From an optimization exercise on the open Yosys and OpenROAD flow, aimed at small area; shortcuts taken in it are not production practice. At most, simulation tests tie the RTL to the original design; equivalence was not proved. No functional check of the RTL was part of runs 3 to 5. Power is estimated from default activity; no workload was simulated.

**flow/run.sh**
```bash
#!/bin/bash
# synth_recipe.tcl (not shown) runs the flow's synth.tcl, then flattens the netlist and writes it again
# the make line also repeats each setting of config.mk as NAME=value (left out here)
make -C /OpenROAD-flow-scripts/flow DESIGN_CONFIG=/design/flow/config.mk WORK_HOME=/design/flow/orfs CLKGATE_MAP_FILE= SYNTH_SCRIPT=/design/flow/synth_recipe.tcl finish
```
**flow/config.mk**
```make
export PLATFORM = sky130hd
export DESIGN_NAME = daq_ctrl_top
export DESIGN_NICKNAME = daq_ctrl_top
export VERILOG_FILES = /design/flow/design.v
export SDC_FILE = /design/flow/constraint.sdc
export NUM_CORES = 4
export LEC_CHECK = 0
export CAP_MARGIN = 20
export CORE_MARGIN = 2
export CORE_UTILIZATION = 40
export CTS_BUF_LIST = sky130_fd_sc_hd__clkbuf_4
export SLEW_MARGIN = 20
```
**flow/constraint.sdc**
```tcl
create_clock -name core_clock -period 10.0 [get_ports {tx_clk}]
set_input_delay 2.0000 -clock core_clock [delete_from_list [all_inputs] [get_ports {tx_clk}]]
set_output_delay 2.0000 -clock core_clock [all_outputs]
set_load 0.01 [all_outputs]
```
**flow/design.v**
```verilog
package daq_ctrl_pkg;
	localparam int REG_W  = 7;
	localparam int ADDR_W = 5;
	typedef logic [REG_W-1:0]  reg_word_t;
	typedef logic [ADDR_W-1:0] reg_addr_t;
	function automatic logic [145:0] unpack_timing(input reg_word_t [30:0] regs);
		logic [145:0] t;
		t = {regs[0], regs[1], |regs[2],
		     regs[20][0], regs[19], regs[18][0], regs[17],
		     regs[16][0], regs[15], regs[14][0], regs[13],
		     regs[12][0], regs[11], regs[10][0], regs[9],
		     regs[8][0],  regs[7],  regs[6][0],  regs[5],
		     regs[4][0],  regs[3],
		     regs[21][5:0],
		     regs[25][5:0], regs[24], regs[23][5:0], regs[22],
		     |regs[26], regs[27], regs[29][4:0], regs[28], regs[30]};
		unpack_timing = t;
	endfunction
endpackage
module cmd_decoder (
	input  logic       tx_clk,
	input  logic       rst,
	input  logic [7:0] byte_in,
	input  logic       byte_ready,
	output logic       byte_unload,
	output logic       wr_fast,
	output logic       wr_slow,
	output logic       keep_fast,
	output logic       keep_slow,
	output logic [4:0] addr_fast,
	output logic [4:0] addr_slow,
	output logic [6:0] wdata,
	output logic [6:0] pulses
);
	logic tgt_slow;
	logic tgt_none;
	logic trig;
	logic decode;
	assign decode = !byte_ready && byte_unload;
	always_ff @(posedge tx_clk or posedge rst) begin
		if (rst) begin
			byte_unload <= 1'b0;
			tgt_slow    <= 1'b0;
			tgt_none    <= 1'b0;
			addr_fast   <= '0;
			addr_slow   <= '0;
			wr_fast     <= 1'b0;
			wr_slow     <= 1'b0;
			keep_fast   <= 1'b1;
			keep_slow   <= 1'b1;
			trig        <= 1'b0;
		end else begin
			byte_unload <= byte_ready;
			wr_fast     <= decode && byte_in[7] && !tgt_slow && !tgt_none;
			wr_slow     <= decode && byte_in[7] && tgt_slow && !tgt_none;
			keep_fast   <= !(decode && byte_in[7] && !tgt_slow && !tgt_none);
			keep_slow   <= !(decode && byte_in[7] && tgt_slow && !tgt_none);
			trig        <= decode && byte_in[7:3] == 5'd0 && byte_in[2:0] != 3'd7;
			if (decode && !byte_in[7] && (byte_in[6] || byte_in[5])) begin
				tgt_slow <= byte_in[6] && byte_in[5];
				tgt_none <= !byte_in[6];
			end
			if (decode && byte_in[7:5] == 3'b010) addr_fast <= byte_in[4:0];
			if (decode && byte_in[7:5] == 3'b011) addr_slow <= byte_in[4:0];
		end
	end
	always_ff @(posedge tx_clk) begin
		wdata <= byte_in[6:0];
	end
	always_comb begin
		pulses    = '0;
		pulses[6] = trig && wdata[2:0] == 3'd0;
		pulses[3] = trig && wdata[2:0] == 3'd1;
		pulses[4] = trig && wdata[2:0] == 3'd2;
		pulses[5] = trig && wdata[2:0] == 3'd3;
		pulses[2] = trig && wdata[2:0] == 3'd4;
		pulses[1] = trig && wdata[2:0] == 3'd5;
		pulses[0] = trig && wdata[2:0] == 3'd6;
	end
endmodule
module ctrl_reg_bank #(
	parameter int N_REGS = 31
) (
	input  logic                                   tx_clk,
	input  logic                                   rst,
	input  logic                                   wr,
	input  logic                                   keep,
	input  daq_ctrl_pkg::reg_addr_t                wr_addr,
	input  daq_ctrl_pkg::reg_word_t                wr_data,
	input  daq_ctrl_pkg::reg_addr_t                rd_addr,
	output daq_ctrl_pkg::reg_word_t                rd_data,
	output daq_ctrl_pkg::reg_word_t [N_REGS-1:0]   regs
);
	for (genvar i = 0; i < N_REGS; i++) begin : g_reg
		always_ff @(posedge tx_clk or posedge rst) begin
			if (rst) begin
				regs[i] <= '0;
			end else begin
				regs[i] <= (regs[i] & {7{!(!keep && wr_addr == i)}})
				         | (wr_data & {7{wr && wr_addr == i}});
			end
		end
	end
	assign rd_data = regs[rd_addr];
endmodule
module reg_readback #(
	parameter int N_REGS = 31
) (
	input  logic                    tx_clk,
	input  logic                    rst,
	input  logic                    tx_en,
	input  logic                    word_loaded,
	input  daq_ctrl_pkg::reg_word_t rd_data,
	output daq_ctrl_pkg::reg_addr_t rd_addr,
	output logic [9:0]              link
);
	logic [4:0] cnt;
	logic loaded_meta;
	logic loaded_sync;
	logic word_ready;
	logic complete;
	daq_ctrl_pkg::reg_word_t word;
	assign rd_addr = cnt;
	assign link    = {word_ready, 1'b1, word, complete};
	always_ff @(posedge tx_clk or posedge rst) begin
		if (rst) begin
			cnt         <= '0;
			loaded_meta <= 1'b0;
			loaded_sync <= 1'b0;
			word_ready  <= 1'b0;
			complete    <= 1'b0;
		end else begin
			loaded_meta <= word_loaded;
			loaded_sync <= loaded_meta;
			if (!complete) begin
				if (tx_en) begin
					if (!word_ready && !loaded_sync) begin
						if (cnt == N_REGS) begin
							complete <= 1'b1;
						end else begin
							word_ready <= 1'b1;
						end
					end else if (word_ready && loaded_sync) begin
						word_ready <= 1'b0;
						cnt        <= cnt + 1'b1;
					end
				end
			end else if (!tx_en) begin
				cnt         <= '0;
				loaded_meta <= 1'b0;
				loaded_sync <= 1'b0;
				word_ready  <= 1'b0;
				complete    <= 1'b0;
			end
		end
	end
	always_ff @(posedge tx_clk) begin
		word <= rd_data;
	end
endmodule
module reset_sequencer (
	input  logic       tx_clk,
	input  logic       rst,
	input  logic       full_reset,
	input  logic       idelay_rst,
	output logic       dcm_rst,
	output logic       idelay_rst_out
);
	localparam logic [23:0] DCM_END  = 24'h09a46f;
	localparam logic [23:0] DCM_MASK = 24'hf7feff;
	logic        gap;
	logic [23:0] lfsr;
	logic        idle;
	logic        done_dcm;
	logic        done_short;
	assign idle       = !dcm_rst && !gap && !idelay_rst_out;
	assign done_dcm   = ((lfsr ^ DCM_END) & DCM_MASK) == 24'd0;
	assign done_short = !lfsr[8];
	always_ff @(posedge tx_clk or posedge rst) begin
		if (rst) begin
			dcm_rst        <= 1'b0;
			gap            <= 1'b0;
			idelay_rst_out <= 1'b0;
		end else begin
			if (idle) begin
				gap     <= idelay_rst;
				dcm_rst <= full_reset && !idelay_rst;
			end else if (dcm_rst) begin
				if (done_dcm) begin
					dcm_rst <= 1'b0;
					gap     <= 1'b1;
				end
			end else if (gap) begin
				if (done_short) begin
					gap            <= 1'b0;
					idelay_rst_out <= 1'b1;
				end
			end else begin
				if (done_short) begin
					idelay_rst_out <= 1'b0;
				end
			end
		end
	end
	always_ff @(posedge tx_clk) begin
		if (idle || (dcm_rst ? done_dcm : done_short)) begin
			lfsr <= '1;
		end else begin
			lfsr <= {lfsr[22:0], lfsr[23] ^ lfsr[22] ^ lfsr[21] ^ lfsr[16]};
		end
	end
endmodule
module daq_ctrl_top (
	input  logic         tx_clk,
	input  logic         rst,
	input  logic [7:0]   byte_in,
	input  logic         byte_ready,
	input  logic         tx_en_fast,
	input  logic         tx_en_slow,
	input  logic         word_loaded_fast,
	input  logic         word_loaded_slow,
	output logic         byte_unload,
	output logic [145:0] timing,
	output logic [6:0]   pulses,
	output logic [9:0]   rb_fast,
	output logic [9:0]   rb_slow,
	output logic         dcm_rst,
	output logic         idelay_rst_out
);
	localparam int FAST_REGS = 31;
	localparam int SLOW_REGS = 23;
	logic       wr_fast;
	logic       wr_slow;
	logic       keep_fast;
	logic       keep_slow;
	logic [4:0] addr_fast;
	logic [4:0] addr_slow;
	logic [6:0] wdata;
	daq_ctrl_pkg::reg_word_t [FAST_REGS-1:0] fast_regs;
	daq_ctrl_pkg::reg_addr_t fast_rd_addr;
	daq_ctrl_pkg::reg_word_t fast_rd_data;
	daq_ctrl_pkg::reg_addr_t slow_rd_addr;
	daq_ctrl_pkg::reg_word_t slow_rd_data;
	cmd_decoder u_dec (
		.tx_clk      (tx_clk),
		.rst         (rst),
		.byte_in     (byte_in),
		.byte_ready  (byte_ready),
		.byte_unload (byte_unload),
		.wr_fast     (wr_fast),
		.wr_slow     (wr_slow),
		.keep_fast   (keep_fast),
		.keep_slow   (keep_slow),
		.addr_fast   (addr_fast),
		.addr_slow   (addr_slow),
		.wdata       (wdata),
		.pulses      (pulses)
	);
	ctrl_reg_bank #(.N_REGS(FAST_REGS)) u_fast_bank (
		.tx_clk  (tx_clk),
		.rst     (rst),
		.wr      (wr_fast),
		.keep    (keep_fast),
		.wr_addr (addr_fast),
		.wr_data (wdata),
		.rd_addr (fast_rd_addr),
		.rd_data (fast_rd_data),
		.regs    (fast_regs)
	);
	ctrl_reg_bank #(.N_REGS(SLOW_REGS)) u_slow_bank (
		.tx_clk  (tx_clk),
		.rst     (rst),
		.wr      (wr_slow),
		.keep    (keep_slow),
		.wr_addr (addr_slow),
		.wr_data (wdata),
		.rd_addr (slow_rd_addr),
		.rd_data (slow_rd_data),
		.regs    ()
	);
	reg_readback #(.N_REGS(FAST_REGS)) u_fast_rb (
		.tx_clk      (tx_clk),
		.rst         (rst),
		.tx_en       (tx_en_fast),
		.word_loaded (word_loaded_fast),
		.rd_data     (fast_rd_data),
		.rd_addr     (fast_rd_addr),
		.link        (rb_fast)
	);
	reg_readback #(.N_REGS(SLOW_REGS)) u_slow_rb (
		.tx_clk      (tx_clk),
		.rst         (rst),
		.tx_en       (tx_en_slow),
		.word_loaded (word_loaded_slow),
		.rd_data     (slow_rd_data),
		.rd_addr     (slow_rd_addr),
		.link        (rb_slow)
	);
	reset_sequencer u_rst_seq (
		.tx_clk         (tx_clk),
		.rst            (rst),
		.full_reset     (pulses[6]),
		.idelay_rst     (pulses[2]),
		.dcm_rst        (dcm_rst),
		.idelay_rst_out (idelay_rst_out)
	);
	assign timing = daq_ctrl_pkg::unpack_timing(fast_regs);
endmodule
```
==> impl_metrics.json, run 1 <==
{
  "hp-class": "reg -> reg",
  "combPwrFrac_pct": 26.0,
  "row_count": 84,
  "portBuffers": 188,
  "postCtsSetupBuffers": 0,
  "clk_path_buf_depth": 3,
  "path_clk_slew_ns": 0.06,
  "status": "finished clean",
  "power_mw": 5.48,
  "post_drt_wl_per_cell_um": 24.2,
  "totalWireLength_mm": 63.4,
  "grt_antenna_before_repair": 2,
  "worstMarginPinSlew_ns": 0.979,
  "p_int_mw": 3.66,
  "nets": 1851,
  "worstSkewPairLatency_ns": 0.92,
  "grt_usage_pct": 22.9,
  "drcViolationCount": 0,
  "start_kind": "flop",
  "core_mm2": 0.0526,
  "fin_area_mm2": 0.0242,
  "maxClockFrequency_ghz": 0.200,
  "grt_pass1_vias": 15398,
  "power_density_mw_per_mm2": 227,
  "cts-buffers-inserted": 120,
  "yosysSeqAreaShare_pct": 53.4,
  "h-tree-depth": 3,
  "synth_warnings": 7,
  "rsz0062_at_grt": "no",
  "switching_share_pct": 33.4,
  "drive_gt1_share_pct": 15.4,
  "dieArea_mm2": 0.0550,
  "leakage_nw": 10.7,
  "grt_pass1_wl_mm": 95.6,
  "post-route-period-util_pct": 50.1,
  "die_w_um": 234,
  "dp_hpwl_mm": 41.4,
  "placed_area_mm2": 0.0225,
  "reg2reg_depth": 7,
  "cts-root-buf": "clkbuf_4",
  "final.setup_skew_ns": 0.0773,
  "ant_nets": 0,
  "async_flop_share_pct": 90.3,
  "holdBufCountCts": 0,
  "tritoncts": "yes",
  "io_pins": 191,
  "syn_avg_cell_area_um2": 12.1,
  "area_delta_synth_final_pct": 13.7,
  "cts.sinks": 462,
  "period_minus_slack_ns": 5.01,
  "hold_violations": 0,
  "dp_slack_ns": 5.30,
  "ctsResizeCount": 0,
  "clkPwrFrac_pct": 30.9,
  "routabilityCongestion": 0.903,
  "start_util_pct": 40.4,
  "vias": 15499,
  "worstPathRequired_ns": 8.00,
  "crit_path_end_kind": "output pin",
  "setup_viol": 0,
  "via_per_inst": 5.93,
  "p_seq_share_pct": 43.1,
  "drt-initial-drc-count": 1427,
  "drtPass1Iterations": 5,
  "die_h_um": 234,
  "whs_path_depth": 1,
  "grt_overflow_total": 0,
  "syn_inst": 1753,
  "report.final.slew_viol_count": 0,
  "grt_max_degree": 184,
  "final_core_util_pct": 46.0,
  "synth_flop_cell": "dfrtp_1",
  "cap_violations": 0,
  "relSlewSlack_pct": 34.8,
  "synth_area_mm2": 0.0212,
  "crit_arrival_ns": 3.01,
  "yosys-top-cells-area": "dfrtp_1, a22o_1, buf_4",
  "power_switching_mw": 1.83,
  "cp_max_fo": 30,
  "ys_seq_elements": 462,
  "path_class": "reg -> out",
  "tns_ns": 0,
  "synth_edf_count": 0,
  "irDropWorstVdd_mv": 0.111,
  "setup_slack_ns": 4.99,
  "netlist-cell-type-count": 54,
  "synthTopCellsByCount": "dfrtp_1, a22o_1, buf_4, nand2_1, mux2i_1",
  "yosysTopAreaCellShare_pct": 48.9,
  "yosysTopAreaCell": "dfrtp_1",
  "yosysMostFrequentCell": "dfrtp_1"
}
[registers in the layout, summed over array words and instances (netlist names), 5 cells and up]
| register | count |
|---|---|
| u_slow_rb.cnt | 5 |
| u_fast_rb.word | 7 |
| u_dec.addr_fast | 5 |
| u_dec.wdata | 7 |
| u_slow_rb.word | 7 |
| u_slow_bank.regs | 161 |
| u_fast_rb.cnt | 5 |
| u_dec.addr_slow | 5 |
| u_rst_seq.lfsr | 24 |
| u_fast_bank.regs | 217 |
[layout make-up]
type                    instances  area (um^2)
repair buffers                207         2060
fillers                      4788        28400
flip-flops and latches        462        11400
diodes                          1         2.50
clock inverters                31          176
inverters                      21         82.6
multi-input cells            1016         8200
well taps                     688          861
clock buffers                 189         1420
[layout by cell type, fill, tap and decap left out, types with 17 or more instances in the layout]
master / synthesis / routed
a21oi_1: 18 / 18
a22o_1: 380 / 380
a22oi_1: 31 / 31
clkbuf_4: 0 / 189
clkdlybuf4s50_1: 0 / 188
clkinv_1: 0 / 22
dfrtp_1: 415 / 412
dfxtp_1: 45 / 38
inv_1: 21 / 20
mux2_2: 26 / 26
mux2i_1: 92 / 92
mux4_2: 29 / 29
nand2_1: 105 / 105
nand2b_1: 37 / 37
nand3_1: 28 / 28
nor2_1: 81 / 81
nor2b_1: 19 / 19
nor3_1: 17 / 17
o211ai_1: 25 / 25
[through the flow]
step	cells	hold slack, ns
2_1_floorplan	1754	0.386
6_report	2615	0.405
3_3_place_gp	2393	0.391
4_1_cts	2613	0.412
3_5_place_dp	2393	0.396
5_1_grt	2615	0.421
[logic make-up (layout without fill, tap and decap cells)]
| group | after synthesis | count (layout) | synth area share [%] |
|---|---|---|---|
| buf+inv | 276 | 448 | 8.05 |
| compound gates | 505 | 505 | 19.9 |
| mux | 160 | 160 | 10.4 |
| xor+xnor | 2 | 2 | 0.0825 |
| simple gates | 339 | 339 | 7.71 |
| other cells | 1 | 3 | 0.0177 |
| flops | 462 | 462 | 53.4 |
| fa+ha+maj | 8 | 8 | 0.471 |
[per-layer routing]
layer / GRT usage (%) / routed length [um]
met1: 32.1 / 27100
met2: 34.6 / 29100
met5: 0 / 0
met4: 9.57 / 1920
met3: 5.01 / 5310
[critical path, stage by stage, from the launching register on]
cell             delay [ns]
dfxtp_2                0.72
buf_4                  0.52
nand2_1                0.16
nor3b_1                0.20
clkdlybuf4s50_1        0.56
[power groups by stage]
stage,registers (mW),clock network [mW],logic (mW)
6_report,2.37,1.69,1.42
2_1_floorplan,2.24,0,1.13
3_3_place_gp,2.39,0,1.41
5_1_grt,2.40,1.83,1.52
3_5_place_dp,2.39,0,1.42
4_1_cts,2.36,1.74,1.43
[final timing paths]
path                            slack (ns)          startpoint                    to
max in group asynchronous             6.31                 rst         u_rst_seq.gap
worst min register to register        0.41  u_rst_seq.lfsr[19]    u_rst_seq.lfsr[20]
worst max register to register        6.93    u_fast_rb.cnt[0]  u_fast_rb.word_ready
worst max-delay path                  4.99      u_dec.wdata[0]             pulses[1]
min in group asynchronous             1.66                 rst   u_fast_bank.regs[3]
worst min-delay path                  0.41  u_rst_seq.lfsr[19]    u_rst_seq.lfsr[20]
==> run 2: changes to the inputs <==
--- a/flow/config.mk
+++ b/flow/config.mk
@@ -8,5 +8,4 @@
 export CAP_MARGIN = 20
 export CORE_MARGIN = 2
 export CORE_UTILIZATION = 40
-export CTS_BUF_LIST = sky130_fd_sc_hd__clkbuf_4
 export SLEW_MARGIN = 20
==> impl_metrics.json, run 2 <==
{
  "n_antenna_cell": 0,
  "reg_top3": "u_fast_bank.regs: 217 flops, u_slow_bank.regs: 161 flops, u_rst_seq.lfsr: 24 flops",
  "synthMuxAreaShare_pct": 10.4,
  "drtPass1Iterations": 6,
  "synth_warnings": 7,
  "portBuffers": 188,
  "switching_share_pct": 32.2,
  "path_class": "reg -> out",
  "report.final.slew_viol_count": 0,
  "hold_violations": 0,
  "combPwrFrac_pct": 25.2,
  "nets": 1780,
  "start_kind": "flop",
  "hp-class": "reg -> reg",
  "ctsResizeCount": 0,
  "synthTopCellsByCount": "dfrtp_1, a22o_1, buf_4, nand2_1, mux2i_1",
  "dp_cells": 2393,
  "ant_nets": 0,
  "cap_violations": 0,
  "totalWireLength_mm": 62.7,
  "layout_common_cells": "dfrtp_1, a22o_1, clkdlybuf4s50_1",
  "worstMarginPinSlew_ns": 1.07,
  "irDropWorstVdd_mv": 0.111,
  "postCtsSetupBuffers": 0,
  "area_delta_synth_final_pct": 13.9,
  "post_drt_wl_per_cell_um": 25.2,
  "synth_area_mm2": 0.0212,
  "final-instance-count-excl-fill": 2486,
  "cp_max_fo": 30,
  "relSlewSlack_pct": 29.0,
  "post-route-period-util_pct": 47.2,
  "tritoncts": "yes",
  "dp_hpwl_mm": 41.4,
  "crit_path_end_kind": "output pin",
  "worstSkewPairLatency_ns": 0.61,
  "syn_avg_cell_area_um2": 12.1,
  "rsz0062_at_grt": "no",
  "drcViolationCount": 0,
  "core_mm2": 0.0526,
  "yosysTopAreaCellShare_pct": 48.9,
  "worstPathRequired_ns": 8.00,
  "p_seq_share_pct": 41.8,
  "period_minus_slack_ns": 4.72,
  "setup_viol": 0,
  "yosysMostFrequentCell": "dfrtp_1",
  "fill_cells": 4711,
  "placed_area_mm2": 0.0225,
  "largest_reg_flops": 217,
  "synth_flop_cell": "dfrtp_1",
  "synthAdderAreaFrac_pct": 0.471,
  "h-tree-depth": 2,
  "vias": 15032,
  "ys_seq_elements": 462,
  "status": "finished clean",
  "dieArea_mm2": 0.0550,
  "clkPwrFrac_pct": 33.0,
  "synth_top_family_by_area": "compound AO/OA/AOI/OAI gates",
  "fin_area_mm2": 0.0242,
  "drt-initial-drc-count": 1400,
  "yosys-top-cells-area": "dfrtp_1, a22o_1, buf_4",
  "holdWs_ns": 0.408,
  "final.setup_skew_ns": 0.0319,
  "io_pins": 191,
  "grt_overflow_total": 0,
  "synth-xor-area-share_pct": 0.0825,
  "yosys.area_share.simple_pct": 7.71,
  "drive_gt1_share_pct": 9.84,
  "tns_ns": 0,
  "clk_path_buf_depth": 3,
  "row_count": 84,
  "syn_inst": 1753,
  "p_int_mw": 3.84,
  "final_core_util_pct": 46.0,
  "cts.sinks": 462,
  "cts-buffers-inserted": 50,
  "crit_arrival_ns": 2.72,
  "via_per_inst": 6.05,
  "start_util_pct": 40.4,
  "power_switching_mw": 1.82,
  "holdBufCountCts": 0,
  "grt_pass1_vias": 14836,
  "yosysSeqAreaShare_pct": 53.4,
  "maxClockFrequency_ghz": 0.212,
  "power_density_mw_per_mm2": 234,
  "routabilityCongestion": 0.903,
  "grt_pass1_wl_mm": 94.4,
  "grt_antenna_before_repair": 0,
  "leakage_nw": 10.6,
  "layout_commonest_cell": "dfrtp_1",
  "grt_max_degree": 184,
  "cts-root-buf": "clkbuf_16",
  "netlist-cell-type-count": 54,
  "yosysTopAreaCell": "dfrtp_1",
  "async_flop_share_pct": 90.3,
  "synth_edf_count": 0,
  "die_w_um": 234,
  "die_h_um": 234,
  "grt_usage_pct": 22.7,
  "synth_compound_area_share_pct": 19.9,
  "path_clk_slew_ns": 0.06,
  "regMostFlops": "u_fast_bank.regs"
}
## run 2: cell counts after synthesis
Identical to the previous run, type by type.
## run 2: path summary, 6_finish.rpt
kind	cells after the start	slack (ns)	endpoint	startpoint
setup / recovery	4	5.28	pulses[1]	u_dec.wdata[0]
hold / removal	1	0.41	u_rst_seq.lfsr[20]	u_rst_seq.lfsr[19]
setup reg to reg	7	6.93	u_fast_rb.word_ready	u_fast_rb.cnt[0]
hold reg to reg	1	0.41	u_rst_seq.lfsr[20]	u_rst_seq.lfsr[19]
max in group asynchronous	4	6.05	u_rst_seq.gap	rst
min in group asynchronous	2	1.94	u_fast_bank.regs[4]	rst
## run 2: final cells by class
class	count	area, um^2	share of cell area, %
Inverter	21	82.6	0.341
Tap cell	688	861	3.56
Multi-Input combinational cell	1016	8200	33.9
Sequential cell	462	11400	46.9
Clock buffer	76	1500	6.20
Timing Repair Buffer	206	2030	8.41
Clock inverter	17	160	0.662
## run 2: critical path: stages, from the launching register on
cell and delay [ns]:
dfxtp_2 0.72, buf_4 0.49, nand2_1 0.16, nor3b_1 0.20, clkdlybuf4s50_1 0.56
## run 2: power groups by stage
stage	Clock (mW)	Combinational [mW]	Sequential, mW
2_1_floorplan	0	1.13	2.24
6_report	1.87	1.42	2.37
3_3_place_gp	0	1.41	2.39
4_1_cts	1.90	1.42	2.36
3_5_place_dp	0	1.42	2.39
5_1_grt	1.97	1.52	2.40
## run 2: logic make-up (layout without fill, tap and decap cells)
logic type                 count (synthesis)  count (layout)
muxes                                    160             160
and+or+nand+nor                          339             339
buffers and inverters                    276             320
adders and majority gates                  8               8
xor gates and xnor gates                   2               2
DFF                                      462             462
other                                      1               2
AOI/OAI and AO/OA                        505             505
## run 2: layer usage
layer | routed length (um) | GRT usage, % | share of wire (%) | up-vias
met1 | 27200 | 32.0 | 43 | 7730
met4 | 2360 | 9.55 | 3.8 | 0
met5 | 0 | 0 | 0 | -
met2 | 28300 | 34.2 | 45 | 707
li1 | - | - | - | 6474
met3 | 4870 | 4.51 | 7.8 | 121
## run 2: metrics by stage
stage	power [mW]	worst slack, ns
after floorplan	3.37	2.38
after global placement	3.80	5.37
after detailed placement	3.81	5.30
after CTS	5.68	5.22
after global routing	5.89	5.16
final	5.66	5.28
==> run 3: changes to the inputs <==
--- a/flow/design.v
+++ b/flow/design.v
@@ -101,7 +101,20 @@
 			end
 		end
 	end
-	assign rd_data = regs[rd_addr];
+	localparam int N_GRP = (N_REGS + 2) / 3;
+	logic [N_REGS-1:0] rd_sel;
+	daq_ctrl_pkg::reg_word_t [N_GRP-1:0] grp;
+	always_comb begin
+		for (int i = 0; i < N_REGS; i++) rd_sel[i] = rd_addr == i;
+		for (int g = 0; g < N_GRP; g++) begin
+			grp[g] = '0;
+			for (int k = 0; k < 3; k++) begin
+				if (3 * g + k < N_REGS) grp[g] = grp[g] | (regs[3 * g + k] & {7{rd_sel[3 * g + k]}});
+			end
+		end
+		rd_data = '0;
+		for (int g = 0; g < N_GRP; g++) rd_data = rd_data | grp[g];
+	end
 endmodule
 module reg_readback #(
 	parameter int N_REGS = 31
==> flow/flow/run.sh (new file) <==
#!/bin/bash
# Own layout flow: the standard flow (standard.sh) with two changes.
#  1. Synthesis is the standard script with only the ABC script swapped for the
#     area-oriented flow/area.abc. Its registers (names and cell types) are
#     checked against the standard synthesis; if they differ the standard
#     netlist is used instead.
#  2. Port buffers are sky130_fd_sc_hd__buf_1 (buffer_ports -buffer_cell).
# Each tool's output goes to a log file of its own in this folder.
set -euo pipefail
W=$PWD
R=$W/orfs/results/$FLOW_PLATFORM/daq_ctrl_top/base

bash standard.sh synth > log_std_synth.txt 2>&1
cp "$R/1_2_yosys.v" ref_netlist.v

# 2. own synthesis: same script and make call, abc script swapped
{ cat flow/abc_override.tcl; cat synth_recipe.tcl; } > own_synth.tcl
sed "s#SYNTH_SCRIPT=[^ ]*#SYNTH_SCRIPT=$W/own_synth.tcl#" standard.sh > own_standard.sh
mkdir -p ref_results
cp -p "$R"/1_* ref_results/
rm -f "$R"/1_*
export OWN_ABC_SCRIPT=$W/flow/area.abc
if bash own_standard.sh synth > log_own_synth.txt 2>&1 \
   && python3 flow/regs.py ref_netlist.v "$R/1_2_yosys.v" > log_regs.txt 2>&1; then
  echo "own synthesis used" >> log_regs.txt
else
  echo "own synthesis not used, back to the standard netlist" >> log_regs.txt
  rm -f "$R"/1_*
  cp -p ref_results/1_* "$R"/
fi

# 3. the rest of the standard flow, port buffers as buf_1
export BUFFER_PORTS_ARGS="-buffer_cell sky130_fd_sc_hd__buf_1"
bash own_standard.sh > log_layout.txt 2>&1
test -s out/final.def
==> flow/flow/abc_override.tcl (new file) <==
# Route synth.tcl's abc call to the script named by OWN_ABC_SCRIPT.
proc abc {args} {
  set i [lsearch -exact $args -script]
  if {$i >= 0} { lset args [expr {$i + 1}] $::env(OWN_ABC_SCRIPT) }
  yosys abc {*}$args
}
==> flow/flow/area.abc (new file) <==
strash
&get -n
&st
&dch -f
&nf -a -R 1000
&put
==> flow/flow/regs.py (new file) <==
# Compare the registers (instance name and cell type, drive strength ignored) of two netlists.
import re, sys
def regs(path):
    txt = open(path).read()
    out = set()
    for cell, name in re.findall(r'^\s*(sky130_fd_sc_hd__\w+)\s+(\S+)\s*\(', txt, re.M):
        base = re.sub(r'_\d+$', '', cell.replace('sky130_fd_sc_hd__', ''))
        if re.match(r'(s?df|s?edf|dl)', base):
            out.add((name, base))
    return out
a, b = regs(sys.argv[1]), regs(sys.argv[2])
print(f"registers: reference {len(a)}, own {len(b)}")
if a != b:
    print("differ:", sorted(a ^ b)[:20])
    sys.exit(1)
print("registers match")
==> flow/standard.sh (new file) <==
#!/bin/bash
# synth_recipe.tcl (not shown) runs the flow's synth.tcl, then flattens the netlist and writes it again
# the make line also repeats each setting of config.mk as NAME=value (left out here)
make -C /OpenROAD-flow-scripts/flow DESIGN_CONFIG=/design/flow/config.mk WORK_HOME=/design/flow/orfs CLKGATE_MAP_FILE= SYNTH_SCRIPT=/design/flow/synth_recipe.tcl "${@:-finish}"
removed: flow/run.sh
==> impl_metrics.json, run 3 <==
{
  "layout_commonest_cell": "dfrtp_1",
  "h-tree-depth": 2,
  "start_kind": "flop",
  "path_clk_slew_ns": 0.06,
  "async_flop_share_pct": 90.3,
  "worstPathRequired_ns": 8.00,
  "routed.top_layer": "met4",
  "io_pins": 191,
  "synth_warnings": 7,
  "synthTopCellsByCount": "dfrtp_1, a22o_1, buf_4, a222oi_1, nor2_1",
  "grt_pass1_wl_mm": 95.8,
  "reg_top3": "u_fast_bank.regs: 217 flops, u_slow_bank.regs: 161 flops, u_rst_seq.lfsr: 24 flops",
  "cts.sinks": 462,
  "grt_antenna_before_repair": 0,
  "syn_inst": 1586,
  "cp_max_fo": 59,
  "row_count": 81,
  "netlist-cell-type-count": 47,
  "path_class": "reg -> out",
  "rsz0062_at_grt": "no",
  "largest_reg_flops": 217,
  "yosysTopAreaCell": "dfrtp_1",
  "layout_common_cells": "dfrtp_1, a22o_1, buf_1",
  "ctsResizeCount": 0,
  "rrSetupSlack_ns": 6.82,
  "drive_gt1_share_pct": 7.21,
  "wl_met2_mm": 29.7,
  "grt_usage_pct": 24.5,
  "crit_slowest_cell": "buf_4",
  "tns_ns": 0,
  "irDropWorstVdd_mv": 0.135,
  "totalWireLength_mm": 63.1,
  "setup_slack_ns": 5.95,
  "drtPass1Iterations": 9,
  "drt-initial-drc-count": 1914,
  "routabilityCongestion": 0.917,
  "synth_flop_cell": "dfrtp_1",
  "dieArea_mm2": 0.0515,
  "ant_nets": 0,
  "dr_wl_met3_mm": 4.78,
  "cts-root-buf": "clkbuf_16",
  "final.setup_skew_ns": 0.0280,
  "holdBufCountCts": 0,
  "worstSkewPairLatency_ns": 0.61,
  "power_switching_mw": 1.41,
  "ys_seq_elements": 462,
  "grt_overflow_total": 0,
  "die_h_um": 227,
  "clk_path_buf_depth": 3,
  "combPwrFrac_pct": 14.8,
  "synth_area_mm2": 0.0199,
  "grt_max_degree": 180,
  "post_drt_wl_per_cell_um": 26.3,
  "holdWs_ns": 0.418,
  "core_mm2": 0.0490,
  "vias": 15249,
  "die_w_um": 227,
  "status": "finished clean",
  "worstMarginPinSlew_ns": 1.15,
  "n_antenna_cell": 0,
  "dp_slack_ns": 6.34,
  "yosys-top-cells-area": "dfrtp_1, a22o_1, buf_4",
  "report.final.slew_viol_count": 0,
  "maxClockFrequency_ghz": 0.247,
  "area_delta_synth_final_pct": 11.8,
  "power_density_mw_per_mm2": 214,
  "start_util_pct": 40.6,
  "yosysMostFrequentCell": "dfrtp_1",
  "switching_share_pct": 29.6,
  "m1WireLength_mm": 26.3,
  "tritoncts": "yes",
  "dp_hpwl_mm": 41.4,
  "post-route-period-util_pct": 40.5,
  "setup_viol": 0,
  "period_minus_slack_ns": 4.05,
  "synth_edf_count": 0,
  "cap_violations": 0,
  "relSlewSlack_pct": 23.0,
  "via_per_inst": 6.36,
  "p_seq_share_pct": 45.8,
  "crit_path_end_kind": "output pin",
  "grt_pass1_vias": 15200,
  "portBuffers": 188,
  "yosysSeqAreaShare_pct": 57.1,
  "p_int_mw": 3.35,
  "hold_violations": 0,
  "postCtsSetupBuffers": 0,
  "drcViolationCount": 0,
  "crit_arrival_ns": 2.05,
  "regMostFlops": "u_fast_bank.regs",
  "syn_avg_cell_area_um2": 12.5,
  "critical_path.max_stage_delay_ns": 0.70,
  "cts-buffers-inserted": 49,
  "clkPwrFrac_pct": 39.4,
  "crit_path_cell_trace": "buf_4, nand2b_1, nor2_1, buf_1",
  "hp-class": "reg -> reg",
  "yosysTopAreaCellShare_pct": 52.3,
  "nets": 1724,
  "leakage_nw": 9.69
}
-- run 3: cell types whose count changed after synthesis, sizes merged, moves of 25 or more --
cell and delta:
a222oi +78, and3 +27, buf -46, clkbuf -57, mux2i -92, mux4 -42
nand2 -72, nor4 +30, o211ai -25, or2 +29, or4 +28
-- run 3: logic make-up (layout without fill, tap and decap cells) --
kind of cell | after synthesis | in the layout | share of synthesized area [%]
AOI/OAI and AO/OA | 556 | 556 | 24.5
DFF | 462 | 462 | 57.1
and+or+nand+nor | 364 | 364 | 10.5
buffers and inverters | 173 | 319 | 6.14
adders and majority gates | 16 | 16 | 1.01
muxes | 11 | 11 | 0.623
xor gates and xnor gates | 3 | 3 | 0.132
other | 1 | 2 | 0.0189
-- run 3: final cells by class --
class | instances | area (um^2)
fill | 4471 | 26700
clock inverter | 11 | 136
clock buffer | 80 | 1530
sequential | 462 | 11300
timing repair buffer | 207 | 858
multi-input combinational | 952 | 7430
inverter | 21 | 86.3
tap | 664 | 831
-- run 3: per-layer routing --
layer  GRT usage, %  up-vias
met5              0        -
met4           9.72        0
met3           4.25      150
met2           39.8      737
met1           32.6     7852
li1               -     6510
-- run 3: power by group through the flow --
stage               registers [mW]  logic (mW)  clock network, mW
floorplan                     2.18       0.452                  0
global placement              2.20       0.675                  0
detailed placement            2.21       0.688                  0
CTS                           2.17       0.691               1.90
global route                  2.20       0.765               1.98
finish                        2.18       0.705               1.87
-- run 3: per-stage QoR --
stage               utilization [%]  instances  power [mW]  area [um^2]
finish                         45.4       2397        4.76        22200
global route                   45.4       2397        4.94        22200
CTS                            45.2       2396        4.76        22100
detailed placement             41.8       2305        2.89        20400
global placement               41.7       2305        2.88        20400
floorplan                         -       1587        2.63        19900
-- run 3: worst paths after layout --
path	start	end	cells past startpoint
setup / recovery	u_dec.wdata[1]	pulses[0]	4
hold / removal	u_rst_seq.lfsr[19]	u_rst_seq.lfsr[20]	1
setup reg to reg	u_dec.wr_fast	u_fast_bank.regs[43]	3
hold reg to reg	u_rst_seq.lfsr[19]	u_rst_seq.lfsr[20]	1
max in group asynchronous	rst	u_fast_bank.regs[153]	3
min in group asynchronous	rst	u_slow_bank.regs[113]	2
-- run 3: worst max-delay path, delay by kind of cell, from the launching register on --
family / cells / cell delay [ns]
buf+inv: 2 / 0.87
flops: 1 / 0.31
simple gates: 2 / 0.28
==> run 4: changes to the inputs <==
--- a/flow/design.v
+++ b/flow/design.v
@@ -3,6 +3,15 @@
 	localparam int ADDR_W = 5;
 	typedef logic [REG_W-1:0]  reg_word_t;
 	typedef logic [ADDR_W-1:0] reg_addr_t;
+	function automatic reg_addr_t cnt_next(input reg_addr_t c);
+		cnt_next = {c[3:0], c[4] ^ c[2] ^ (c[3:0] == 4'd0)};
+	endfunction
+	function automatic reg_addr_t cnt_at(input int i);
+		reg_addr_t c;
+		c = '0;
+		for (int k = 0; k < i; k++) c = cnt_next(c);
+		cnt_at = c;
+	endfunction
 	function automatic logic [145:0] unpack_timing(input reg_word_t [30:0] regs);
 		logic [145:0] t;
 		t = {regs[0], regs[1], |regs[2],
@@ -105,7 +114,7 @@
 	logic [N_REGS-1:0] rd_sel;
 	daq_ctrl_pkg::reg_word_t [N_GRP-1:0] grp;
 	always_comb begin
-		for (int i = 0; i < N_REGS; i++) rd_sel[i] = rd_addr == i;
+		for (int i = 0; i < N_REGS; i++) rd_sel[i] = rd_addr == daq_ctrl_pkg::cnt_at(i);
 		for (int g = 0; g < N_GRP; g++) begin
 			grp[g] = '0;
 			for (int k = 0; k < 3; k++) begin
@@ -148,14 +157,14 @@
 			if (!complete) begin
 				if (tx_en) begin
 					if (!word_ready && !loaded_sync) begin
-						if (cnt == N_REGS) begin
+						if (cnt == daq_ctrl_pkg::cnt_at(N_REGS)) begin
 							complete <= 1'b1;
 						end else begin
 							word_ready <= 1'b1;
 						end
 					end else if (word_ready && loaded_sync) begin
 						word_ready <= 1'b0;
-						cnt        <= cnt + 1'b1;
+						cnt        <= daq_ctrl_pkg::cnt_next(cnt);
 					end
 				end
 			end else if (!tx_en) begin
@@ -179,16 +188,20 @@
 	output logic       dcm_rst,
 	output logic       idelay_rst_out
 );
-	localparam logic [23:0] DCM_END  = 24'h09a46f;
-	localparam logic [23:0] DCM_MASK = 24'hf7feff;
+	localparam logic [23:0] DCM_END    = 24'ha46d1f;
+	localparam logic [23:0] DCM_MASK   = 24'hffbfff;
+	localparam logic [23:0] SHORT_END  = 24'hfffeaa;
+	localparam logic [23:0] SHORT_MASK = 24'h000300;
 	logic        gap;
-	logic [23:0] lfsr;
+	logic [23:0] t;
 	logic        idle;
 	logic        done_dcm;
 	logic        done_short;
+	logic        load;
 	assign idle       = !dcm_rst && !gap && !idelay_rst_out;
-	assign done_dcm   = ((lfsr ^ DCM_END) & DCM_MASK) == 24'd0;
-	assign done_short = !lfsr[8];
+	assign done_dcm   = ((t ^ DCM_END) & DCM_MASK) == 24'd0;
+	assign done_short = ((t ^ SHORT_END) & SHORT_MASK) == 24'd0;
+	assign load       = idle || (dcm_rst ? done_dcm : done_short);
 	always_ff @(posedge tx_clk or posedge rst) begin
 		if (rst) begin
 			dcm_rst        <= 1'b0;
@@ -216,10 +229,9 @@
 		end
 	end
 	always_ff @(posedge tx_clk) begin
-		if (idle || (dcm_rst ? done_dcm : done_short)) begin
-			lfsr <= '1;
-		end else begin
-			lfsr <= {lfsr[22:0], lfsr[23] ^ lfsr[22] ^ lfsr[21] ^ lfsr[16]};
+		t[0] <= !load && (t[23] ^ t[22] ^ t[21] ^ t[16]);
+		for (int i = 1; i < 24; i++) begin
+			t[i] <= !(load || t[i-1]);
 		end
 	end
 endmodule
--- a/flow/flow/run.sh
+++ b/flow/flow/run.sh
@@ -31,5 +31,6 @@
 
 # 3. the rest of the standard flow, port buffers as buf_1
 export BUFFER_PORTS_ARGS="-buffer_cell sky130_fd_sc_hd__buf_1"
+export CTS_ARGS="-sink_clustering_enable -sink_clustering_size 16 -sink_clustering_max_diameter 80 -buf_list sky130_fd_sc_hd__clkbuf_8 -dont_use_dummy_load -repair_clock_nets"
 bash own_standard.sh > log_layout.txt 2>&1
 test -s out/final.def
==> impl_metrics.json, run 4 <==
{
  "status": "finished clean",
  "synth_warnings": 7,
  "io_pins": 191,
  "yosys-top-cells-area": "dfrtp_1, a22o_1, buf_4",
  "tns_ns": 0,
  "drcViolationCount": 0,
  "cp_max_fo": 3,
  "path_class": "reg -> out",
  "synth_flop_cell": "dfrtp_1",
  "layout_commonest_cell": "dfrtp_1",
  "crit_arrival_ns": 1.67,
  "drt-initial-drc-count": 1684,
  "routabilityCongestion": 0.894,
  "final_core_util_pct": 42.7,
  "row_count": 81,
  "ant_nets": 0,
  "leakage_nw": 9.04,
  "crit_slowest_cell": "dfrtp_1",
  "yosysSeqAreaShare_pct": 57.6,
  "die_h_um": 226,
  "crit_path_cell_trace": "nor4_1, nand2_1, buf_1",
  "post-route-period-util_pct": 36.7,
  "cp_top_family": "simple AND/OR/NAND/NOR gates",
  "grt_overflow_total": 0,
  "ctsResizeCount": 0,
  "crit_path_end_kind": "output pin",
  "holdBufCountCts": 0,
  "r2r_end": "u_fast_bank.regs[89]",
  "worstPathRequired_ns": 8.00,
  "irDropWorstVdd_mv": 0.0697,
  "drtPass1Iterations": 10,
  "rsz0062_at_grt": "no",
  "maxClockFrequency_ghz": 0.272,
  "largest_reg_flops": 217,
  "rrSetupSlack_ns": 6.84,
  "die_w_um": 226,
  "dieArea_mm2": 0.0510,
  "post_drt_wl_per_cell_um": 25.6,
  "dp_hpwl_mm": 39.6,
  "synth_edf_count": 0,
  "core_mm2": 0.0487,
  "start_kind": "flop",
  "ys_seq_elements": 462,
  "layout_common_cells": "dfrtp_1, a22o_1, buf_1",
  "regMostFlops": "u_fast_bank.regs",
  "cts-buffers-inserted": 35,
  "async_flop_share_pct": 90.3,
  "hp-class": "reg -> reg",
  "grt_usage_pct": 23.4,
  "syn_inst": 1577,
  "grt_max_degree": 180,
  "setup_viol": 0,
  "crit_cells": 3,
  "netlist-cell-type-count": 41,
  "via_per_inst": 6.29,
  "n_antenna_cell": 0,
  "relSlewSlack_pct": 21.5,
  "start_util_pct": 40.4,
  "report.final.slew_viol_count": 0,
  "worstSkewPairLatency_ns": 0.65,
  "period_minus_slack_ns": 3.67,
  "area_delta_synth_final_pct": 5.85,
  "power_density_mw_per_mm2": 189,
  "cts-root-buf": "clkbuf_8",
  "synthTopCellsByCount": "dfrtp_1, a22o_1, buf_4, nor2_1, a222oi_1",
  "fill_cells": 4564,
  "cts.sinks": 462,
  "cp_num_buf_inv": 1,
  "totalWireLength_mm": 59.8,
  "crit_end": "timing[131]",
  "clk_path_buf_depth": 3,
  "reg_top3": "u_fast_bank.regs: 217 flops, u_slow_bank.regs: 161 flops, u_rst_seq.t: 24 flops",
  "vias": 14671,
  "critical_path.max_stage_delay_ns": 0.41,
  "syn_avg_cell_area_um2": 12.5,
  "h-tree-depth": 2,
  "postCtsSetupBuffers": 0,
  "final.setup_skew_ns": 0.0635,
  "nets": 1688,
  "cap_violations": 0,
  "worstSetupStartpoint": "u_fast_bank.regs[19]",
  "portBuffers": 188,
  "path_clk_slew_ns": 0.10,
  "reg2reg_depth": 3,
  "r2r-start": "u_dec.wr_fast",
  "yosysMostFrequentCell": "dfrtp_1",
  "grt_pass1_vias": 14551,
  "yosysTopAreaCellShare_pct": 52.8,
  "drive_gt1_share_pct": 4.86,
  "holdWs_ns": 0.390,
  "grt_antenna_before_repair": 0,
  "worstMarginPinSlew_ns": 1.17,
  "grt_pass1_wl_mm": 91.5,
  "min-delay-start": "u_rst_seq.t[14]",
  "tritoncts": "yes",
  "synth_area_mm2": 0.0197,
  "hold_violations": 0,
  "yosysTopAreaCell": "dfrtp_1"
}
-- run 4: worst min-delay path by stage --
stage / end / slack, ns / cells past startpoint
CTS: u_rst_seq.t[15] / 0.39 / 1
global route: u_rst_seq.t[14] / 0.43 / 1
detailed placement: u_rst_seq.t[15] / 0.37 / 1
floorplan: u_rst_seq.t[15] / 0.37 / 1
finish: u_rst_seq.t[15] / 0.39 / 1
global placement: u_rst_seq.t[15] / 0.38 / 1
-- run 4: kinds of logic (layout without fill, tap and decap cells) --
| logic type | after synthesis | after routing | synth area share, % |
|---|---|---|---|
| mux | 11 | 11 | 0.629 |
| compound gates | 559 | 559 | 24.7 |
| flops | 462 | 462 | 57.6 |
| fa+ha+maj | 4 | 4 | 0.254 |
| other cells | 1 | 2 | 0.0190 |
| buf+inv | 165 | 254 | 6.04 |
| xor+xnor | 5 | 5 | 0.223 |
| simple gates | 370 | 370 | 10.6 |
-- run 4: area by class of cell --
cell class / count / area, um^2 / area share, %
Sequential cell: 462 / 11300 / 54.5
Inverter: 13 / 56.3 / 0.270
Multi-Input combinational cell: 951 / 7270 / 34.9
Timing Repair Buffer: 206 / 853 / 4.10
Clock buffer: 35 / 482 / 2.31
Tap cell: 664 / 831 / 3.99
-- run 4: through the flow --
| step | area (um^2) | std cells | total power, mW | worst slack [ns] |
|---|---|---|---|---|
| floorplan | 19700 | 1578 | 2.75 | 0.216 |
| global placement | 20200 | 2296 | 3.00 | 6.28 |
| detailed placement | 20200 | 2296 | 3.02 | 6.26 |
| CTS | 20700 | 2331 | 3.94 | 6.30 |
| global route | 20800 | 2331 | 4.12 | 6.30 |
| finish | 20800 | 2331 | 3.93 | 6.33 |
-- run 4: metal layers --
layer | up-vias | share of wire, % | GRT usage, %
li1 | 6394 | - | -
met1 | 7577 | 43 | 31.7
met2 | 572 | 47 | 37.6
met3 | 128 | 6.3 | 3.93
met4 | 0 | 3.8 | 8.74
met5 | - | 0 | 0
-- run 4: report_power, final --
| group | internal [mW] | total, mW | leakage (nW) | switching, mW |
|---|---|---|---|---|
| sequential | 2.05 | 2.26 | 6.11 | 0.204 |
| combinational | 0.249 | 0.754 | 2.69 | 0.504 |
| clock | 0.316 | 0.922 | 0.252 | 0.606 |
| total | 2.62 | 3.93 | 9.04 | 1.31 |
==> run 5: changes to the inputs <==
--- a/flow/flow/run.sh
+++ b/flow/flow/run.sh
@@ -31,6 +31,6 @@
 
 # 3. the rest of the standard flow, port buffers as buf_1
 export BUFFER_PORTS_ARGS="-buffer_cell sky130_fd_sc_hd__buf_1"
-export CTS_ARGS="-sink_clustering_enable -sink_clustering_size 16 -sink_clustering_max_diameter 80 -buf_list sky130_fd_sc_hd__clkbuf_8 -dont_use_dummy_load -repair_clock_nets"
+export CTS_ARGS="-sink_clustering_enable -sink_clustering_size 24 -sink_clustering_max_diameter 100 -buf_list sky130_fd_sc_hd__clkbuf_16 -dont_use_dummy_load -repair_clock_nets"
 bash own_standard.sh > log_layout.txt 2>&1
 test -s out/final.def
==> impl_metrics.json, run 5 <==
{
  "synth_edf_count": 0,
  "n_antenna_cell": 0,
  "placed_area_mm2": 0.0202,
  "worstMarginPinSlew_ns": 1.21,
  "totalWireLength_mm": 59.5,
  "reg_top3": "u_fast_bank.regs: 217 flops, u_slow_bank.regs: 161 flops, u_rst_seq.t: 24 flops",
  "yosysTopAreaCell": "dfrtp_1",
  "routabilityCongestion": 0.894,
  "crit_arrival_ns": 1.64,
  "io_pins": 191,
  "ant_nets": 0,
  "leakage_nw": 9.08,
  "area_delta_synth_final_pct": 6.36,
  "nets": 1676,
  "portBuffers": 188,
  "netlist-cell-type-count": 41,
  "drcViolationCount": 0,
  "postCtsSetupBuffers": 0,
  "r2r-start": "u_dec.wr_fast",
  "largest_reg_flops": 217,
  "path_class": "reg -> out",
  "setup_slack_ns": 6.36,
  "hp-class": "reg -> reg",
  "dp_slack_ns": 6.26,
  "synth_warnings": 7,
  "start_util_pct": 40.4,
  "power_density_mw_per_mm2": 192,
  "fin_area_mm2": 0.0209,
  "maxClockFrequency_ghz": 0.275,
  "power_mw": 4.01,
  "syn_inst": 1577,
  "cp_max_fo": 3,
  "ys_seq_elements": 462,
  "row_count": 81,
  "vias": 14692,
  "synth_flop_cell": "dfrtp_1",
  "dieArea_mm2": 0.0510,
  "cts-root-buf": "clkbuf_16",
  "grt_overflow_total": 0,
  "h-tree-depth": 1,
  "grt_max_degree": 180,
  "rsz0062_at_grt": "no",
  "grt_pass1_wl_mm": 91.0,
  "cts.sinks": 462,
  "worstPathRequired_ns": 8.00,
  "die_h_um": 226,
  "worstSetupStartpoint": "u_fast_bank.regs[18]",
  "grt_antenna_before_repair": 0,
  "tritoncts": "yes",
  "yosysMostFrequentCell": "dfrtp_1",
  "synth_area_mm2": 0.0197,
  "status": "finished clean",
  "clk_path_buf_depth": 3,
  "tns_ns": 0,
  "ctsResizeCount": 0,
  "die_w_um": 226,
  "drtPass1Iterations": 8,
  "relSlewSlack_pct": 18.3,
  "report.final.slew_viol_count": 0,
  "path_clk_slew_ns": 0.09,
  "irDropWorstVdd_mv": 0.101,
  "async_flop_share_pct": 90.3,
  "period_minus_slack_ns": 3.64,
  "post-route-period-util_pct": 36.4,
  "setup_viol": 0,
  "cap_violations": 0,
  "final_core_util_pct": 42.9,
  "yosysSeqAreaShare_pct": 57.6,
  "start_kind": "flop",
  "layout_common_cells": "dfrtp_1, a22o_1, buf_1",
  "holdWs_ns": 0.388,
  "final.setup_skew_ns": 0.0293,
  "syn_avg_cell_area_um2": 12.5,
  "drt-initial-drc-count": 1728,
  "dp_cells": 2296,
  "via_per_inst": 6.34,
  "post_drt_wl_per_cell_um": 25.6,
  "final-instance-count-excl-fill": 2319,
  "yosysTopAreaCellShare_pct": 52.8,
  "synthTopCellsByCount": "dfrtp_1, a22o_1, buf_4, nor2_1, a222oi_1",
  "crit_path_end_kind": "output pin",
  "hold_violations": 0,
  "grt_usage_pct": 23.1,
  "cts-buffers-inserted": 23,
  "holdBufCountCts": 0,
  "regMostFlops": "u_fast_bank.regs",
  "core_mm2": 0.0487,
  "worstSkewPairLatency_ns": 0.57,
  "drive_gt1_share_pct": 4.23,
  "dp_hpwl_mm": 39.6,
  "yosys-top-cells-area": "dfrtp_1, a22o_1, buf_4",
  "grt_pass1_vias": 14495,
  "min-delay-start": "u_rst_seq.t[14]",
  "layout_commonest_cell": "dfrtp_1"
}
## run 5: logic make-up after synthesis
logic type / Yosys count / share of synthesized area (%)
AO/OA/AOI/OAI: 559 / 24.7
AND/OR/NAND/NOR: 370 / 10.6
multiplexers: 11 / 0.629
XOR/XNOR: 5 / 0.223
flip-flops: 462 / 57.6
buffers and inverters: 165 / 6.04
other: 1 / 0.0190
adder cells (fa/ha/maj): 4 / 0.254
## run 5: power breakdown
part	total (mW)	leakage [nW]	switching (mW)	internal, mW
Sequential	2.26	6.11	0.205	2.05
Combinational	0.753	2.69	0.503	0.249
Clock	1.00	0.283	0.592	0.413
Total	4.01	9.08	1.30	2.71
## run 5: metal layers
layer | global-route usage (%) | part of all wire (%)
met5 | 0 | 0
met2 | 38.0 | 48
met4 | 7.35 | 3.1
met1 | 31.6 | 43
met3 | 2.98 | 6.1
## run 5: worst paths after layout
check	end	slack, ns	cells after the start
setup / recovery	timing[131]	6.36	3
hold / removal	u_rst_seq.t[15]	0.39	1
setup reg to reg	u_fast_bank.regs[89]	6.79	3
hold reg to reg	u_rst_seq.t[15]	0.39	1
max in group asynchronous	u_slow_bank.regs[83]	6.97	3
min in group asynchronous	u_slow_bank.regs[51]	1.61	2
## run 5: final cells by class
cell class | count | area (um^2)
repair buffers | 206 | 853
clock buffers | 23 | 576
multi-input cells | 951 | 7270
fillers | 4548 | 27800
inverters | 13 | 56.3
flip-flops and latches | 462 | 11300
well taps | 664 | 831
## run 5: critical path, cell delays in order (launching register included)
cell	delay, ns
dfrtp_1	0.43
nor4_1	0.38
nand2_1	0.13
buf_1	0.15
==> run 6: changes to the inputs <==
--- a/flow/design.v
+++ b/flow/design.v
@@ -100,21 +100,40 @@
 	output daq_ctrl_pkg::reg_word_t                rd_data,
 	output daq_ctrl_pkg::reg_word_t [N_REGS-1:0]   regs
 );
+	logic [3:0] wr_lo;
+	logic [3:0] keep_lo;
+	logic [7:0] wr_hi;
+	always_comb begin
+		for (int k = 0; k < 4; k++) begin
+			wr_lo[k]   = wr && wr_addr[1:0] == k;
+			keep_lo[k] = !keep && wr_addr[1:0] == k;
+		end
+		for (int j = 0; j < 8; j++) wr_hi[j] = wr_addr[4:2] == j;
+	end
 	for (genvar i = 0; i < N_REGS; i++) begin : g_reg
+		logic we;
+		logic hold;
+		assign we   = wr_lo[i % 4] && wr_hi[i / 4];
+		assign hold = !(keep_lo[i % 4] && wr_hi[i / 4]);
 		always_ff @(posedge tx_clk or posedge rst) begin
 			if (rst) begin
 				regs[i] <= '0;
 			end else begin
-				regs[i] <= (regs[i] & {7{!(!keep && wr_addr == i)}})
-				         | (wr_data & {7{wr && wr_addr == i}});
+				regs[i] <= (regs[i] & {7{hold}}) | (wr_data & {7{we}});
 			end
 		end
 	end
 	localparam int N_GRP = (N_REGS + 2) / 3;
 	logic [N_REGS-1:0] rd_sel;
+	logic [3:0] rd_lo;
+	logic [7:0] rd_hi;
 	daq_ctrl_pkg::reg_word_t [N_GRP-1:0] grp;
 	always_comb begin
-		for (int i = 0; i < N_REGS; i++) rd_sel[i] = rd_addr == daq_ctrl_pkg::cnt_at(i);
+		for (int k = 0; k < 4; k++) rd_lo[k] = rd_addr[1:0] == k;
+		for (int j = 0; j < 8; j++) rd_hi[j] = rd_addr[4:2] == j;
+		for (int i = 0; i < N_REGS; i++) begin
+			rd_sel[i] = rd_lo[daq_ctrl_pkg::cnt_at(i) % 4] && rd_hi[daq_ctrl_pkg::cnt_at(i) / 4];
+		end
 		for (int g = 0; g < N_GRP; g++) begin
 			grp[g] = '0;
 			for (int k = 0; k < 3; k++) begin
--- a/flow/flow/run.sh
+++ b/flow/flow/run.sh
@@ -31,6 +31,6 @@
 
 # 3. the rest of the standard flow, port buffers as buf_1
 export BUFFER_PORTS_ARGS="-buffer_cell sky130_fd_sc_hd__buf_1"
-export CTS_ARGS="-sink_clustering_enable -sink_clustering_size 24 -sink_clustering_max_diameter 100 -buf_list sky130_fd_sc_hd__clkbuf_16 -dont_use_dummy_load -repair_clock_nets"
+export CTS_ARGS="-sink_clustering_enable -sink_clustering_size 16 -sink_clustering_max_diameter 80 -buf_list sky130_fd_sc_hd__clkbuf_8 -dont_use_dummy_load -repair_clock_nets"
 bash own_standard.sh > log_layout.txt 2>&1
 test -s out/final.def
==> impl_metrics.json, run 6 <==
{
  "status": "finished clean",
  "reg2reg_depth": 8,
  "tns_ns": 0,
  "die_h_um": 224,
  "synth_compound_area_share_pct": 24.5,
  "yosys-top-cells-area": "dfrtp_1, a22o_1, buf_4",
  "worstMarginPinSlew_ns": 1.07,
  "postCtsSetupBuffers": 0,
  "final-instance-count-excl-fill": 2271,
  "die_w_um": 224,
  "r2r-start": "u_fast_rb.cnt[1]",
  "path_clk_slew_ns": 0.10,
  "drcViolationCount": 0,
  "syn_inst": 1571,
  "drtPass1Iterations": 8,
  "n_antenna_cell": 0,
  "critical_path.max_stage_delay_ns": 0.66,
  "start_util_pct": 40.6,
  "hp-class": "reg -> reg",
  "rrSetupSlack_ns": 6.97,
  "synthMuxAreaShare_pct": 0.639,
  "worstSetupStartpoint": "u_dec.wdata[2]",
  "worstPathRequired_ns": 8.00,
  "yosysMostFrequentCell": "dfrtp_1",
  "dieArea_mm2": 0.0502,
  "grt_usage_pct": 23.2,
  "final.setup_skew_ns": 0.0795,
  "setup_slack_ns": 5.79,
  "largest_reg_flops": 217,
  "layout_common_cells": "dfrtp_1, a22o_1, buf_1",
  "layout_commonest_cell": "dfrtp_1",
  "crit_cells": 4,
  "clk_path_buf_depth": 3,
  "relSlewSlack_pct": 28.7,
  "dp_cells": 2236,
  "syn_avg_cell_area_um2": 12.3,
  "synth_warnings": 7,
  "maxClockFrequency_ghz": 0.238,
  "dp_hpwl_mm": 39.4,
  "cap_violations": 0,
  "tritoncts": "yes",
  "crit_path_end_kind": "output pin",
  "regMostFlops": "u_fast_bank.regs",
  "core_mm2": 0.0477,
  "vias": 14444,
  "ant_nets": 0,
  "ys_seq_elements": 462,
  "leakage_nw": 8.81,
  "report.final.slew_viol_count": 0,
  "crit_arrival_ns": 2.21,
  "yosysTopAreaCell": "dfrtp_1",
  "row_count": 80,
  "r2r_end": "u_fast_rb.word[2]",
  "ctsResizeCount": 0,
  "dp_slack_ns": 6.11,
  "cts-root-buf": "clkbuf_8",
  "io_pins": 191,
  "period_minus_slack_ns": 4.21,
  "holdBufCountCts": 0,
  "grt_pass1_wl_mm": 89.3,
  "routabilityCongestion": 1.01,
  "start_kind": "flop",
  "setup_viol": 0,
  "synth_flop_cell": "dfrtp_1",
  "area_delta_synth_final_pct": 4.91,
  "crit_path_cell_trace": "buf_4, nand2_1, nor3_1, buf_1",
  "power_density_mw_per_mm2": 191,
  "cp_max_fo": 56,
  "h-tree-depth": 2,
  "grt_antenna_before_repair": 0,
  "synth_top_family_by_area": "compound AO/OA/AOI/OAI gates",
  "yosysTopAreaCellShare_pct": 53.6,
  "synth_area_mm2": 0.0194,
  "reg_top3": "u_fast_bank.regs: 217 flops, u_slow_bank.regs: 161 flops, u_rst_seq.t: 24 flops",
  "cp_num_buf_inv": 2,
  "drt-initial-drc-count": 1976,
  "nets": 1677,
  "totalWireLength_mm": 59.0,
  "cts-buffers-inserted": 35,
  "irDropWorstVdd_mv": 0.0928,
  "yosysSeqAreaShare_pct": 58.5,
  "drive_gt1_share_pct": 3.50,
  "path_class": "reg -> out",
  "rsz0062_at_grt": "no",
  "grt_pass1_vias": 13933,
  "post-route-period-util_pct": 42.1,
  "grt_max_degree": 159,
  "crit_end": "pulses[2]",
  "post_drt_wl_per_cell_um": 26.0,
  "async_flop_share_pct": 90.3,
  "crit_slowest_cell": "buf_4",
  "portBuffers": 188,
  "grt_overflow_total": 0,
  "synthAdderAreaFrac_pct": 0.258,
  "cp_top_family": "buffers and inverters",
  "worstSkewPairLatency_ns": 0.63,
  "synth_edf_count": 0,
  "cts.sinks": 462,
  "yosys.area_share.simple_pct": 9.81,
  "synthTopCellsByCount": "dfrtp_1, a22o_1, nor2_1, buf_4, nand2_1",
  "synth-xor-area-share_pct": 0.181,
  "hold_violations": 0,
  "netlist-cell-type-count": 40,
  "via_per_inst": 6.36
}
[run 6: worst reg2reg max path: stages, from the launching register on]
cell and delay (ns):
dfrtp_1 0.44, or2_0 0.50, nor2_1 0.27, a222oi_1 0.32, and3_1 0.24, nand4_1 0.22
a211oi_1 0.56, and4_1 0.28, nand4_1 0.09
[run 6: final cells by class]
| class | count | area, um^2 |
|---|---|---|
| fill | 4470 | 27400 |
| inverter | 10 | 45.0 |
| clock buffer | 35 | 482 |
| timing repair buffer | 201 | 820 |
| tap | 615 | 769 |
| sequential | 462 | 11300 |
| multi-input combinational | 948 | 6860 |
[run 6: cells by family (layout without fill, tap and decap cells)]
family | after synthesis | in the layout
AO/OA/AOI/OAI | 535 | 535
flip-flops | 462 | 462
AND/OR/NAND/NOR | 392 | 392
buffers and inverters | 162 | 246
multiplexers | 11 | 11
adder cells (fa/ha/maj) | 4 | 4
XOR/XNOR | 4 | 4
other | 1 | 2
[run 6: through the flow]
step	total power [mW]	utilization, %	hold WS (ns)	cell area (um^2)
6_report	3.89	42.6	0.389	20300
3_5_place_dp	3.01	41.6	0.378	19800
3_3_place_gp	3.00	41.6	0.375	19800
5_1_grt	4.07	42.6	0.410	20300
4_1_cts	3.91	42.6	0.392	20300
2_1_floorplan	2.76	-	0.368	19400
[run 6: per-layer routing]
layer	up-vias	wire, um	track usage [%]
met1	7368	25800	33.2
met5	-	0	0
met3	93	4650	4.08
li1	6254	-	-
met4	0	1650	7.18
met2	729	26900	36.0
[run 6: power breakdown]
group / switching, mW / leakage (nW) / internal [mW]
Clock: 0.581 / 0.252 / 0.317
Sequential: 0.216 / 6.11 / 2.06
Combinational: 0.458 / 2.46 / 0.261
[run 6: worst min path at each step]
| stage | from | end | slack [ns] | cells after the start |
|---|---|---|---|---|
| global placement | u_rst_seq.t[14] | u_rst_seq.t[15] | 0.37 | 1 |
| finish | u_rst_seq.t[14] | u_rst_seq.t[15] | 0.39 | 1 |
| CTS | u_rst_seq.t[14] | u_rst_seq.t[15] | 0.39 | 1 |
| floorplan | u_rst_seq.t[14] | u_rst_seq.t[15] | 0.37 | 1 |
| global route | u_rst_seq.t[1] | u_rst_seq.t[2] | 0.41 | 1 |
| detailed placement | u_rst_seq.t[14] | u_rst_seq.t[15] | 0.38 | 1 |

## what the ideal ports hide
How much do the figures lean on ideal ports? The routed layouts below were timed once more, with nothing changed but the port constraints. Step 1 (the two cells are an assumption about what drives the block):
set clk [get_ports {tx_clk}]
set_driving_cell -lib_cell sky130_fd_sc_hd__clkbuf_16 $clk
set_driving_cell -lib_cell sky130_fd_sc_hd__buf_2 [delete_from_list [all_inputs] $clk]
Step 2, shift: input delay + t, output delay - t, t = (earliest + latest rising clock arrival at the registers) / 2. This alone moves slack from input paths to output paths. Three values: ideal ports, drivers, drivers and shift; two values: the first two.
run | t (ns) | setup WS [ns] | slew at the worst register clock pin (ns)
run 1 | 0.921 | 4.989 / 4.936 / 5.422 | 0.09 / 0.09
run 2 | 0.653 | 5.277 / 5.219 / 5.440 | 0.07 / 0.07
run 3 | 0.652 | 5.948 / 5.892 / 6.388 | 0.06 / 0.06
run 4 | 0.655 | 6.328 / 6.277 / 6.342 | 0.11 / 0.11
run 5 | 0.609 | 6.361 / 6.307 / 6.391 | 0.10 / 0.10
run 6 | 0.640 | 5.792 / 5.741 / 6.330 | 0.11 / 0.11
After both steps setup and hold are still met in every run listed. Setup slack includes reset recovery checks.
